From an optimization exercise on the open Yosys and OpenROAD flow, aimed at small area; shortcuts taken in it are not production practice. The RTL was checked by simulation tests, not by an equivalence proof against the original design. Power is estimated from default activity; no workload was simulated.

==> module multiport_regfile, before the edit <==
module multiport_regfile #(
    parameter int                 DATA_W   = 32,
    parameter int                 NUM_REGS = 32,
    parameter int                 AW       = $clog2(NUM_REGS),
    parameter int                 SP_IDX   = 2,
    parameter logic [DATA_W-1:0]  SP_INIT  = 32'h0000_2ffc
) (
    input  logic              clk,
    input  logic              reset,
    input  logic [AW-1:0]     rs1,
    input  logic [AW-1:0]     rs2,
    output logic [DATA_W-1:0] rs1_dout,
    output logic [DATA_W-1:0] rs2_dout,
    input  logic              wa_en,
    input  logic [AW-1:0]     wa_rd,
    input  logic [DATA_W-1:0] wa_din,
    input  logic              wb_en,
    input  logic [AW-1:0]     wb_rd,
    input  logic [DATA_W-1:0] wb_din,
    output logic              ready,
    output logic              wr_conflict
);
    localparam logic [AW-1:0]     ZERO_IDX  = {AW{1'b0}};
    localparam logic [AW-1:0]     LAST_IDX  = AW'(NUM_REGS - 1);
    localparam logic [DATA_W-1:0] ZERO_DATA = {DATA_W{1'b0}};
    localparam int                NR        = NUM_REGS - 1;
    localparam int                NSPLIT    = 1;
    localparam int                HALF      = DATA_W / NSPLIT;
    logic              ready_r;
    logic [AW-1:0]     idx_r;
    logic              wr_conflict_r;
    logic [DATA_W-1:0] da_s, db_s;
    logic [3:0]        wa_hi, wb_hi, r1_hi, r2_hi;
    logic [7:0]        wa_lo, wb_lo, r1_lo, r2_lo;
    logic [NR-1:0]     dec_a_n, dec_b_n;
    logic [NR-1:0]     sel_a_s [NSPLIT];
    logic [NR-1:0]     sel_b_s [NSPLIT];
    logic [NR-1:0]     hold_s  [NSPLIT];
    logic [NR-1:0]     rd1_s   [NSPLIT];
    logic [NR-1:0]     rd2_s   [NSPLIT];
    logic              sel_b_sp_s;
    logic [NR-1:0]     q_s [DATA_W];
    always_ff @(posedge clk) begin
        if (reset) begin
            ready_r       <= 1'b0;
            idx_r         <= ZERO_IDX;
            wr_conflict_r <= 1'b0;
        end else begin
            if (!ready_r) begin
                idx_r <= idx_r + AW'(1);
                if (idx_r == LAST_IDX) ready_r <= 1'b1;
            end
            wr_conflict_r <= ready_r && wa_en && wb_en && (wa_rd == wb_rd) && (wa_rd != ZERO_IDX);
        end
    end
    assign da_s = wa_din;
    assign db_s = wb_din | (ready_r ? ZERO_DATA : SP_INIT);
    always_comb begin
        for (int j = 0; j < 4; j++) begin
            wa_hi[j]   = ready_r && wa_en && (wa_rd[4:3] == 2'(j));
            wb_hi[j]   = ready_r && wb_en && (wb_rd[4:3] == 2'(j));
            r1_hi[j]   = ready_r && (rs1[4:3] == 2'(j));
            r2_hi[j]   = ready_r && (rs2[4:3] == 2'(j));
        end
        for (int k = 0; k < 8; k++) begin
            wa_lo[k]   = (wa_rd[2:0] == 3'(k));
            wb_lo[k]   = (wb_rd[2:0] == 3'(k));
            r1_lo[k]   = (rs1[2:0] == 3'(k));
            r2_lo[k]   = (rs2[2:0] == 3'(k));
        end
    end
    for (genvar r = 0; r < NR; r++) begin : g_dec
        localparam int HI = (r + 1) / 8;
        localparam int LO = (r + 1) % 8;
        rf_nand2 u_dan (.a(wa_hi[HI]),   .b(wa_lo[LO]),   .y(dec_a_n[r]));
        rf_nand2 u_dbn (.a(wb_hi[HI]),   .b(wb_lo[LO]),   .y(dec_b_n[r]));
        for (genvar hf = 0; hf < NSPLIT; hf++) begin : g_half
            rf_and3 u_sa  (.a(wa_hi[HI]),  .b(wa_lo[LO]),  .c(dec_b_n[r]), .y(sel_a_s[hf][r]));
            rf_and2 u_sb  (.a(wb_hi[HI]),  .b(wb_lo[LO]),  .y(sel_b_s[hf][r]));
            rf_and3 u_h   (.a(dec_a_n[r]), .b(dec_b_n[r]), .c(ready_r), .y(hold_s[hf][r]));
            rf_and2 u_rd1 (.a(r1_hi[HI]),  .b(r1_lo[LO]),  .y(rd1_s[hf][r]));
            rf_and2 u_rd2 (.a(r2_hi[HI]),  .b(r2_lo[LO]),  .y(rd2_s[hf][r]));
        end
    end
    rf_nand2 u_sbsp (.a(dec_b_n[SP_IDX-1]), .b(ready_r), .y(sel_b_sp_s));
    for (genvar r = 0; r < NR; r++) begin : g_reg
        for (genvar b = 0; b < DATA_W; b++) begin : g_bit
            logic sb_c;
            if (r == SP_IDX - 1 && SP_INIT[b]) begin : g_sp
                assign sb_c = sel_b_sp_s;
            end else begin : g_nsp
                assign sb_c = sel_b_s[b / HALF][r];
            end
            rf_cell u_cell (
                .clk (clk),
                .sa  (sel_a_s[b / HALF][r]),
                .sb  (sb_c),
                .h   (hold_s[b / HALF][r]),
                .da  (da_s[b]),
                .db  (db_s[b]),
                .v   (q_s[b][r])
            );
        end
    end
    for (genvar b = 0; b < DATA_W; b++) begin : g_rd
        rf_rd u_rd1 (.sel(rd1_s[b / HALF]), .d(q_s[b]), .y(rs1_dout[b]));
        rf_rd u_rd2 (.sel(rd2_s[b / HALF]), .d(q_s[b]), .y(rs2_dout[b]));
    end
    assign ready       = ready_r;
    assign wr_conflict = wr_conflict_r;
endmodule
export LEC_CHECK = 0
export CAP_MARGIN = 20
export CELL_PAD_IN_SITES_DETAIL_PLACEMENT = 1
export CELL_PAD_IN_SITES_GLOBAL_PLACEMENT = 1
export CORE_MARGIN = 2
export CORE_UTILIZATION = 40
export SLEW_MARGIN = 20
export SYNTH_HIERARCHICAL = 1
export SYNTH_MINIMUM_KEEP_SIZE = 0
create_clock -name core_clock -period 6.0 [get_ports {clk}]
standard.sh (not shown) runs the stock make flow with config.mk's settings and CLKGATE_MAP_FILE= SYNTH_SCRIPT=/design/flow/synth_recipe.tcl, a recipe that flattens the netlist after the stock synthesis.
==> flow/flow/run.sh <==
#!/bin/bash
# Standard layout with two changes: port buffers start as the smallest buffer
# (sky130_fd_sc_hd__buf_1; the resizer still sizes them), and the clock tree uses
# clkbuf_16 sink buffers over larger clusters, without dummy loads.
set -euo pipefail
export BUFFER_PORTS_ARGS="-buffer_cell sky130_fd_sc_hd__buf_1"
export CTS_ARGS="-sink_clustering_enable -repair_clock_nets -buf_list sky130_fd_sc_hd__clkbuf_16 -sink_clustering_size 24 -sink_clustering_max_diameter 90 -dont_use_dummy_load"
bash standard.sh finish > make_finish.log 2>&1
Rerun with:
--- a/flow/design.v
+++ b/flow/design.v
@@ -77,8 +77,7 @@
     localparam logic [AW-1:0]     LAST_IDX  = AW'(NUM_REGS - 1);
     localparam logic [DATA_W-1:0] ZERO_DATA = {DATA_W{1'b0}};
     localparam int                NR        = NUM_REGS - 1;
-    localparam int                NSPLIT    = 1;
-    localparam int                HALF      = DATA_W / NSPLIT;
+    localparam int                HALF      = DATA_W / 2;
     logic              ready_r;
     logic [AW-1:0]     idx_r;
     logic              wr_conflict_r;
@@ -86,11 +85,11 @@
     logic [3:0]        wa_hi, wb_hi, r1_hi, r2_hi;
     logic [7:0]        wa_lo, wb_lo, r1_lo, r2_lo;
     logic [NR-1:0]     dec_a_n, dec_b_n;
-    logic [NR-1:0]     sel_a_s [NSPLIT];
-    logic [NR-1:0]     sel_b_s [NSPLIT];
-    logic [NR-1:0]     hold_s  [NSPLIT];
-    logic [NR-1:0]     rd1_s   [NSPLIT];
-    logic [NR-1:0]     rd2_s   [NSPLIT];
+    logic [NR-1:0]     sel_a_s [2];
+    logic [NR-1:0]     sel_b_s [2];
+    logic [NR-1:0]     hold_s  [2];
+    logic [NR-1:0]     rd1_s   [2];
+    logic [NR-1:0]     rd2_s   [2];
     logic              sel_b_sp_s;
     logic [NR-1:0]     q_s [DATA_W];
     always_ff @(posedge clk) begin
@@ -127,7 +126,7 @@
         localparam int LO = (r + 1) % 8;
         rf_nand2 u_dan (.a(wa_hi[HI]),   .b(wa_lo[LO]),   .y(dec_a_n[r]));
         rf_nand2 u_dbn (.a(wb_hi[HI]),   .b(wb_lo[LO]),   .y(dec_b_n[r]));
-        for (genvar hf = 0; hf < NSPLIT; hf++) begin : g_half
+        for (genvar hf = 0; hf < 2; hf++) begin : g_half
             rf_and3 u_sa  (.a(wa_hi[HI]),  .b(wa_lo[LO]),  .c(dec_b_n[r]), .y(sel_a_s[hf][r]));
             rf_and2 u_sb  (.a(wb_hi[HI]),  .b(wb_lo[LO]),  .y(sel_b_s[hf][r]));
             rf_and3 u_h   (.a(dec_a_n[r]), .b(dec_b_n[r]), .c(ready_r), .y(hold_s[hf][r]));
=>
- global-route usage fell by 5.3 points
- design area rose slightly
- clock-buffer cell count does not change
- total power rose slightly
- worst setup slack gets better by 96 ps
- area after synthesis rose by a few percent
- worst hold slack gets better by 3.3 ps
- sequential share of layout area fell by 0.39 points
- wire length fell by a little under a tenth
- critical path depth fell by 1
- core utilization fell by 0.44 points
- cell count rose by a few percent

## separate check: timing with driven ports
The flow's constraints put no driver on any port. The routed layouts listed below were extracted and timed again, unchanged, in two steps.
Step 1 sets driving cells, clkbuf_16 on the clock port and buf_2 on the other inputs (assumed; they add their load-dependent delay and slew).
Step 2, shift: input delay + t, output delay - t, t = (earliest + latest rising clock arrival at the registers) / 2. This alone moves slack from input paths to output paths.
a / b / c = ideal ports / drivers / drivers and shift; a / b = the first two.
| run | t, ns | setup slack, ns | worst setup path at the end | worst data-port slew with drivers (ns) | cell pins on the clock port's net |
|---|---|---|---|---|---|
| the first run | 0.772 | 0.206 / 0.182 / 0.182 | input to output | 0.17 | 1 |
| the second run | 0.770 | 0.302 / 0.271 / 0.271 | input to output | 0.15 | 1 |
After both steps setup and hold are still met in every run listed. The setup slack of the second run, which loses most, moves by -0.031 ns with the drivers and by -0.031 ns with both steps.
